From an optimization exercise on the open Yosys and OpenROAD flow, aimed at small area, a short achievable clock period and few clock cycles per item; shortcuts taken in it are not production practice.
The RTL was checked by simulation tests, not by an equivalence proof against the original design.

<file path="flow/constraint.sdc">
create_clock -name core_clock -period 16.0 [get_ports {aclk}]
set_input_delay 3.2000 -clock core_clock [delete_from_list [all_inputs] [get_ports {aclk}]]
set_output_delay 3.2000 -clock core_clock [all_outputs]
set_load 0.01 [all_outputs]
</file>
<file path="flow/config.mk">
export PLATFORM = sky130hd
export DESIGN_NAME = greedy_iou_track_association
export DESIGN_NICKNAME = greedy_iou_track_association
export VERILOG_FILES = /design/flow/design.v
export SDC_FILE = /design/flow/constraint.sdc
export NUM_CORES = 4
export LEC_CHECK = 0
export CAP_MARGIN = 20
export CORE_MARGIN = 2
export CORE_UTILIZATION = 40
export SLEW_MARGIN = 20
</file>
<file path="flow/design.v">
`timescale 1ns / 1ps
package gita_pkg;
    localparam logic OP_DET = 1'b0;
    localparam logic OP_EOF = 1'b1;
    localparam logic CFG_IOU_THRESHOLD = 1'b0;
    localparam logic CFG_MAX_MISSED    = 1'b1;
    localparam int   IDENT_BITS  = 16;
    localparam int   MISS_BITS   = 9;
    localparam logic [7:0] IOU_THRESHOLD_RST = 8'd77;
    localparam logic [7:0] MAX_MISSED_RST    = 8'd8;
endpackage
`timescale 1ns / 1ps
module greedy_iou_track_association #(
    parameter int MAX_TRACKS = 16,
    parameter int COORD_BITS = 12
) (
    input  logic                  aclk,
    input  logic                  aresetn,
    input  logic                  cfg_we,
    input  logic                  cfg_idx,
    input  logic [7:0]            cfg_wdata,
    input  logic                  s_valid,
    output logic                  s_ready,
    input  logic                  s_op,
    input  logic [COORD_BITS-1:0] s_box_x,
    input  logic [COORD_BITS-1:0] s_box_y,
    input  logic [COORD_BITS-1:0] s_box_w,
    input  logic [COORD_BITS-1:0] s_box_h,
    output logic                  m_valid,
    input  logic                  m_ready,
    output logic [15:0]           m_trk_ident,
    output logic                  m_new_track,
    output logic                  m_table_full
);
    localparam int N  = MAX_TRACKS;
    localparam int SW = (N > 1) ? $clog2(N) : 1;
    localparam int CB = COORD_BITS;
    localparam int EB = CB + 1;           
    localparam int AW = 2 * CB;           
    localparam int UW = AW + 1;           
    localparam int PW = UW + 8;           
    localparam int SB = 2 * UW + 1;       
    localparam int MB = 8;                
    localparam logic [2:0] ST_IDLE = 3'd0;
    localparam logic [2:0] ST_FLT  = 3'd1;
    localparam logic [2:0] ST_RD   = 3'd2;
    localparam logic [2:0] ST_MUL  = 3'd3;
    localparam logic [2:0] ST_THR  = 3'd4;
    localparam logic [2:0] ST_XC   = 3'd5;
    localparam logic [2:0] ST_FIN  = 3'd6;
    localparam logic [2:0] ST_AGE  = 3'd7;
    logic [N-1:0]  valid_reg, used_reg, nz_reg;
    logic [CB-1:0] tx_mem [N];
    logic [CB-1:0] ty_mem [N];
    logic [EB-1:0] tex_mem [N];
    logic [EB-1:0] tey_mem [N];
    logic [15:0]   ident_mem [N];
    logic [MB-1:0] miss_mem [N];
    logic [15:0]   next_ident_reg;
    logic [7:0]    thr_reg, maxm_reg;
    logic [2:0] state_reg, state_next;
    logic       s_ready_reg;
    logic       accept, fin_ok;
    logic [CB-1:0] dx_reg, dy_reg, dw_reg, dh_reg;
    logic [EB-1:0] dex_reg, dey_reg;
    logic          dnz_reg;
    logic [AW-1:0] area_reg;
    logic [N-1:0]  mask_reg, mask_next, pick;
    logic [SW-1:0] pick_idx, cur_reg;
    logic [CB-1:0] ox_reg, oy_reg, tw_reg, th_reg;
    logic [AW-1:0] inter_reg;
    logic [UW-1:0] uni_reg;
    logic          best_found_reg;
    logic [SW-1:0] best_slot_reg;
    logic [AW-1:0] best_inter_reg;
    logic [UW-1:0] best_union_reg;
    logic [2:0]    xc_step_reg;
    logic signed [SB-1:0] xs_reg;
    logic          qualify, sure_better, sure_worse, need_xc;
    logic          have_free;
    logic [SW-1:0] free_slot;
    assign accept  = s_valid && s_ready_reg;
    assign s_ready = s_ready_reg;
    assign fin_ok  = !m_valid || m_ready;
    always_comb begin
        for (int i = 0; i < N; i++) begin
            mask_next[i] = valid_reg[i] && !used_reg[i] && nz_reg[i] && dnz_reg &&
                           (dex_reg > EB'(tx_mem[i])) && (tex_mem[i] > EB'(dx_reg)) &&
                           (dey_reg > EB'(ty_mem[i])) && (tey_mem[i] > EB'(dy_reg));
        end
    end
    always_comb begin
        pick = mask_reg & (~mask_reg + 1'b1);
        pick_idx = '0;
        for (int i = 0; i < N; i++) if (pick[i]) pick_idx |= SW'(i);
    end
    logic [CB-1:0] rx, ry;
    logic [EB-1:0] rex, rey, sx, sy, ex, ey;
    always_comb begin
        rx = '0; ry = '0; rex = '0; rey = '0;
        for (int i = 0; i < N; i++) begin
            rx  |= tx_mem[i]  & {CB{pick[i]}};
            ry  |= ty_mem[i]  & {CB{pick[i]}};
            rex |= tex_mem[i] & {EB{pick[i]}};
            rey |= tey_mem[i] & {EB{pick[i]}};
        end
        sx = (EB'(dx_reg) > EB'(rx)) ? EB'(dx_reg) : EB'(rx);
        sy = (EB'(dy_reg) > EB'(ry)) ? EB'(dy_reg) : EB'(ry);
        ex = (dex_reg < rex) ? dex_reg : rex;
        ey = (dey_reg < rey) ? dey_reg : rey;
    end
    always_comb begin
        have_free = 1'b0;
        free_slot = '0;
        for (int i = N - 1; i >= 0; i--) begin
            if (!valid_reg[i]) begin
                have_free = 1'b1;
                free_slot = SW'(i);
            end
        end
    end
    logic [CB-1:0] ma_a, ma_b;
    logic [AW-1:0] ma_p, mi_p;
    always_comb begin
        ma_a = (state_reg == ST_FLT) ? dw_reg : tw_reg;
        ma_b = (state_reg == ST_FLT) ? dh_reg : th_reg;
        ma_p = AW'(ma_a) * AW'(ma_b);
        mi_p = AW'(ox_reg) * AW'(oy_reg);
    end
    logic [UW-1:0] mu_a;
    logic [7:0]    mu_b;
    logic [PW-1:0] mu_p;
    always_comb begin
        mu_a = uni_reg;
        mu_b = thr_reg;
        if (state_reg == ST_XC) begin
            if (xc_step_reg[0] == 1'b0) begin
                mu_a = best_union_reg;
                unique case (xc_step_reg[2:1])
                    2'd0:    mu_b = inter_reg[23:16];
                    2'd1:    mu_b = inter_reg[15:8];
                    default: mu_b = inter_reg[7:0];
                endcase
            end else begin
                mu_a = uni_reg;
                unique case (xc_step_reg[2:1])
                    2'd0:    mu_b = best_inter_reg[23:16];
                    2'd1:    mu_b = best_inter_reg[15:8];
                    default: mu_b = best_inter_reg[7:0];
                endcase
            end
        end
        mu_p = PW'(mu_a) * PW'(mu_b);
    end
    always_comb begin
        qualify     = {inter_reg, 8'd0} > mu_p;
        sure_better = (inter_reg >= best_inter_reg) && (uni_reg <= best_union_reg) &&
                      ((inter_reg != best_inter_reg) || (uni_reg != best_union_reg));
        sure_worse  = (inter_reg <= best_inter_reg) && (uni_reg >= best_union_reg);
        need_xc     = best_found_reg && !sure_better && !sure_worse;
    end
    logic take_cur;
    always_comb begin
        take_cur = 1'b0;
        if (state_reg == ST_THR)
            take_cur = qualify && (!best_found_reg || sure_better);
        else if (state_reg == ST_XC && xc_step_reg == 3'd6)
            take_cur = (xs_reg > 0);
    end
    always_comb begin
        state_next = state_reg;
        unique case (state_reg)
            ST_IDLE, ST_FIN, ST_AGE: begin
                state_next = ST_IDLE;
                if (accept) state_next = (s_op == gita_pkg::OP_EOF) ? ST_AGE : ST_FLT;
            end
            ST_FLT: begin
                if (mask_next != '0) state_next = ST_RD;
                else if (fin_ok)     state_next = ST_FIN;
            end
            ST_RD:  state_next = ST_MUL;
            ST_MUL: state_next = ST_THR;
            ST_THR: begin
                if (qualify && need_xc) state_next = ST_XC;
                else if (mask_reg != '0) state_next = ST_RD;
                else if (fin_ok) state_next = ST_FIN;
            end
            ST_XC: begin
                if (xc_step_reg == 3'd6) begin
                    if (mask_reg != '0) state_next = ST_RD;
                    else if (fin_ok) state_next = ST_FIN;
                end
            end
            default: state_next = ST_IDLE;
        endcase
    end
    always_ff @(posedge aclk) begin
        if (!aresetn) begin
            state_reg      <= ST_IDLE;
            s_ready_reg    <= 1'b1;
            valid_reg      <= '0;
            used_reg       <= '0;
            next_ident_reg <= '0;
            thr_reg        <= gita_pkg::IOU_THRESHOLD_RST;
            maxm_reg       <= gita_pkg::MAX_MISSED_RST;
            m_valid        <= 1'b0;
        end else begin
            state_reg   <= state_next;
            s_ready_reg <= (state_next == ST_IDLE) || (state_next == ST_FIN) ||
                           (state_next == ST_AGE);
            if (cfg_we) begin
                unique case (cfg_idx)
                    gita_pkg::CFG_IOU_THRESHOLD: thr_reg  <= cfg_wdata;
                    gita_pkg::CFG_MAX_MISSED:    maxm_reg <= cfg_wdata;
                    default: ;
                endcase
            end
            if (m_valid && m_ready) m_valid <= 1'b0;
            unique case (state_reg)
                ST_AGE: begin
                    for (int i = 0; i < N; i++) begin
                        if (valid_reg[i] && !used_reg[i] && (miss_mem[i] >= maxm_reg))
                            valid_reg[i] <= 1'b0;
                    end
                    used_reg <= '0;
                end
                ST_FIN: begin
                    m_valid <= 1'b1;
                    if (best_found_reg) begin
                        used_reg[best_slot_reg] <= 1'b1;
                    end else if (have_free) begin
                        valid_reg[free_slot] <= 1'b1;
                        used_reg[free_slot]  <= 1'b1;
                        next_ident_reg       <= next_ident_reg + 1'b1;
                    end
                end
                default: ;
            endcase
        end
    end
    always_ff @(posedge aclk) begin
        if (s_ready_reg) begin
            dx_reg  <= s_box_x;
            dy_reg  <= s_box_y;
            dw_reg  <= s_box_w;
            dh_reg  <= s_box_h;
            dex_reg <= EB'(s_box_x) + EB'(s_box_w);
            dey_reg <= EB'(s_box_y) + EB'(s_box_h);
            dnz_reg <= (s_box_w != '0) && (s_box_h != '0);
        end
        unique case (state_reg)
            ST_FLT: begin
                mask_reg       <= mask_next;
                area_reg       <= ma_p;
                best_found_reg <= 1'b0;
                best_inter_reg <= '0;
                best_union_reg <= UW'(1);
                best_slot_reg  <= '0;
            end
            ST_RD: begin
                mask_reg <= mask_reg & ~pick;
                cur_reg  <= pick_idx;
                ox_reg   <= CB'(ex - sx);
                oy_reg   <= CB'(ey - sy);
                tw_reg   <= CB'(rex - EB'(rx));
                th_reg   <= CB'(rey - EB'(ry));
            end
            ST_MUL: begin
                inter_reg <= mi_p;
                uni_reg   <= UW'(area_reg) + UW'(ma_p) - UW'(mi_p);
            end
            ST_THR: begin
                xc_step_reg <= '0;
                xs_reg      <= '0;
            end
            ST_XC: begin
                if (xc_step_reg != 3'd6) begin
                    xc_step_reg <= xc_step_reg + 1'b1;
                    if (xc_step_reg[0] == 1'b0)
                        xs_reg <= (xs_reg <<< 8) + SB'(mu_p);
                    else
                        xs_reg <= xs_reg - SB'(mu_p);
                end
            end
            ST_AGE: begin
                for (int i = 0; i < N; i++) begin
                    if (valid_reg[i] && !used_reg[i])
                        miss_mem[i] <= miss_mem[i] + 1'b1;
                end
            end
            ST_FIN: begin
                m_new_track  <= 1'b0;
                m_table_full <= 1'b0;
                if (best_found_reg) begin
                    tx_mem[best_slot_reg]   <= dx_reg;
                    ty_mem[best_slot_reg]   <= dy_reg;
                    tex_mem[best_slot_reg]  <= dex_reg;
                    tey_mem[best_slot_reg]  <= dey_reg;
                    nz_reg[best_slot_reg]   <= dnz_reg;
                    miss_mem[best_slot_reg] <= '0;
                    m_trk_ident <= ident_mem[best_slot_reg];
                end else if (have_free) begin
                    tx_mem[free_slot]    <= dx_reg;
                    ty_mem[free_slot]    <= dy_reg;
                    tex_mem[free_slot]   <= dex_reg;
                    tey_mem[free_slot]   <= dey_reg;
                    nz_reg[free_slot]    <= dnz_reg;
                    miss_mem[free_slot]  <= '0;
                    ident_mem[free_slot] <= next_ident_reg;
                    m_trk_ident <= next_ident_reg;
                    m_new_track <= 1'b1;
                end else begin
                    m_trk_ident  <= '0;
                    m_table_full <= 1'b1;
                end
            end
            default: ;
        endcase
        if (take_cur) begin
            best_found_reg <= 1'b1;
            best_slot_reg  <= cur_reg;
            best_inter_reg <= inter_reg;
            best_union_reg <= uni_reg;
        end
    end
endmodule
</file>
<file path="flow/run.sh">
#!/bin/bash
# synth_recipe.tcl (not shown) runs the flow's synth.tcl, then flattens the netlist and writes it again
# the make line also repeats each setting of config.mk as NAME=value (left out here)
make -C /OpenROAD-flow-scripts/flow DESIGN_CONFIG=/design/flow/config.mk WORK_HOME=/design/flow/orfs CLKGATE_MAP_FILE= SYNTH_SCRIPT=/design/flow/synth_recipe.tcl finish
</file>
==> impl_metrics.csv <==
group,metric,value,unit
cells_and_area,final_cell_mix,"1413 x edfxtp_1, 1369 x ha_1, 1111 x inv_1",
critical_path,crit_slowest_cell,"or4_1",
sta,setup_viol,0,
cells_and_area,regMostFlops,"ident_mem",
critical_path,cp_num_buf_inv,8,
sta,drv_slew,0,
synthesis,synth_cells,9933,
synthesis,synth_top_area_share,0.389,
synthesis,syn_nets,11700,
sta,relSlewSlack,0.223,
synthesis,synth.distinct_cells,99,
routing,drtAntennaViolNets,0,
floorplan,ioPinCount,83,
critical_path,cp-end-kind,"register",
clocking,clk_pin_slew,0.07,ns
clocking,clock_path_buffers,4,
cells_and_area,nets,11900,
synthesis,yosysSeqAreaShare,0.426,
clocking,cts_root_buffer,"clkbuf_16",
critical_path,cp.required,16.41,ns
floorplan,fp-row-count,191,
global_route,antenna_found_initial,16,
critical_path,critPathMaxFanout,59,
floorplan,core-area,271000,um2
placed_design,routabilityCongestion,0.969,
synthesis,yosysTopAreaCell,"edfxtp_1",
global_route,grt_start_max_net_pins,85,
synthesis,ys_async_sr_fraction,0,
floorplan,dieArea,277000,um2
clocking,cts_hold_buf,0,
sta,rsz0062_at_grt,"no",
sta,clock.fmax,0.0843,GHz
cells_and_area,drive_above_1_share,0.0673,
placed_design,hpwlAfterDp,252000,um
clocking,htree_levels,4,
critical_path,worstSetupPathType,"reg2reg",
critical_path,arrival,12.27,ns
global_route,track_usage,0.244,
status,outcome,"complete, no violations",
placed_design,portBuffers,82,
critical_path,startpoint_type,"register",
floorplan,die_w,526,um
cells_and_area,postLayoutCoreUtil,0.447,
clocking,worstSkewPairLatency,0.88,ns
routing,num_vias,80900,
sta,fin_crit_sh,0.741,
synthesis,syn_avg_cell_area,11.0,um2
synthesis,synthFlopType,"edfxtp_1",
floorplan,die_h,526,um
cells_and_area,nFillCells,25000,
routing,drt_iter0_drc,8645,
global_route,grt_pass1_wl,514000,um
cells_and_area,final_common_cell,"edfxtp_1",
sta,setup_tns,0,ns
sta,hold_viol,0,
floorplan,start_util,0.402,
sta,fin_worst_skew,0.104,ns
cells_and_area,design_area,121000,um2
cells_and_area,largestRegisters,"ident_mem (256), tex_mem (208), tey_mem (208)",
synthesis,ys_warn_count,1,
clocking,cts_setup_buffers,0,
critical_path,slowest_delay,0.57,ns
critical_path,critPathTopFamily,"compound AO/OA/AOI/OAI gates",
clocking,ctsResizeCount,0,
hold_path,min_path_type,"reg2reg",
placed_design,dpl_cell_area,115000,um2
clocking,cts_tree,"yes",
clocking,numCtsBuffers,186,
cells_and_area,largest_reg_flops,256,
global_route,grt_pass1_vias,81000,
routing,vias_per_cell,5.84,
sta,tightest_slew,1.16,ns
routing,drc,0,
synthesis,synth_seq_cells,1615,
routing,routed_wl,345000,um
synthesis,synth_area,109000,um2
routing,first_pass_iters,9,
cells_and_area,syn_to_final_growth,11.2,%
sta,post-route-min-period,11.86,ns
global_route,grt_overflow,0,
flow_run,maxCapViolations,0,
clocking,cts.sinks,1615,
synthesis,yosys-top-cells-area,"edfxtp_1 39%, ha_1 16%, fa_1 6.8%",
synthesis,synth_edf_count,1413,
routing,wl_per_cell,24.9,um
## path summary, 6_finish.rpt
check                          startpoint  slack (ns)                          endpoint  cells past startpoint
max          xc_step_reg[0]$_SDFFCE_PP0P_        4.14  best_inter_reg[10]$_SDFFCE_PN0N_                     34
min              maxm_reg[1]$_SDFFE_PN0P_        0.46          maxm_reg[1]$_SDFFE_PN0P_                      2
max reg2reg  xc_step_reg[0]$_SDFFCE_PP0P_        4.14  best_inter_reg[10]$_SDFFCE_PN0N_                     34
min reg2reg      maxm_reg[1]$_SDFFE_PN0P_        0.46          maxm_reg[1]$_SDFFE_PN0P_                      2
## metal layers
layer | wire, um | GRT usage | vias up
met5 | 27 | 0 | -
met4 | 15300 | 0.101 | 4
met3 | 26500 | 0.0380 | 603
met2 | 156000 | 0.386 | 3222
met1 | 147000 | 0.333 | 40300
li1 | - | - | 36700
## worst min-delay path, cell delays in order (launching register included)
cell and delay (ns):
dfxtp_1 0.31, nand2_1 0.05, a21oi_1 0.05
## metrics by stage
stage	instances	hold WS [ns]	worst slack (ns)
2_1_floorplan	9933	0.428	6.19
3_5_place_dp	13500	0.451	3.85
3_3_place_gp	13500	0.441	4.06
4_1_cts	13800	0.464	3.78
6_report	13900	0.464	4.14
5_1_grt	13900	0.484	3.33
## cells by family after synthesis
group,count (synthesis),synth area share
multiplexers,206,0.0296
XOR/XNOR,349,0.0280
flip-flops,1615,0.426
AND/OR/NAND/NOR,2744,0.123
adder cells (fa/ha/maj),1741,0.225
AO/OA/AOI/OAI,1896,0.120
buffers and inverters,1382,0.0478
## synth_stat cells (all sizes together), types with 89 or more instances
cell type,number
o21a,137
nand4,164
xnor2,166
o21ai,385
edfxtp,1413
inv,1115
a221oi,89
nand3,235
a222oi,99
a21o,183
and2,141
nor2,687
fa,370
nor2b,174
nand2,773
a21oi,385
nand2b,119
clkbuf,231
xor2,183
nor3,120
ha,1369
dfxtp,202
a211oi,98
## layout make-up
type / instances / area (um2) / share of cell area
multi-input cells: 6936 / 57600 / 0.476
flip-flops and latches: 1615 / 46500 / 0.383
clock buffers: 238 / 5040 / 0.0416
well taps: 3570 / 4470 / 0.0368
inverters: 1115 / 4190 / 0.0345
repair buffers: 278 / 2300 / 0.0190
clock inverters: 97 / 1090 / 0.00901
diodes: 4 / 10.0 / 0.0000826
Testbench counts, summed over its fixed seeds: cycles 22,284, items 4,500.

static timing again, ports no longer ideal:
Ports are ideal in the flow. The routed layout listed here was re-timed in OpenROAD.
Step 1 sets driving cells, clkbuf_16 on the clock port and buf_2 on the other inputs (assumed; they add their load-dependent delay and slew).
Step 2 adds t to the input delays and takes it off the output delays; t is the mean of the earliest and latest rising clock arrival at the registers after step 1. Input paths then give back, and output paths get back, about the clock's delay inside the block.
Three values: ideal ports, drivers, drivers and shift; two values: the first two.
t, ns: 0.933
setup slack, ns: 4.138 / 4.138 / 4.138
worst data-port slew with drivers (ns): 0.19
After both steps this run still meets setup and hold. For this run, drivers alone change the setup slack by 0.000 ns; drivers and shift together by 0.000 ns.
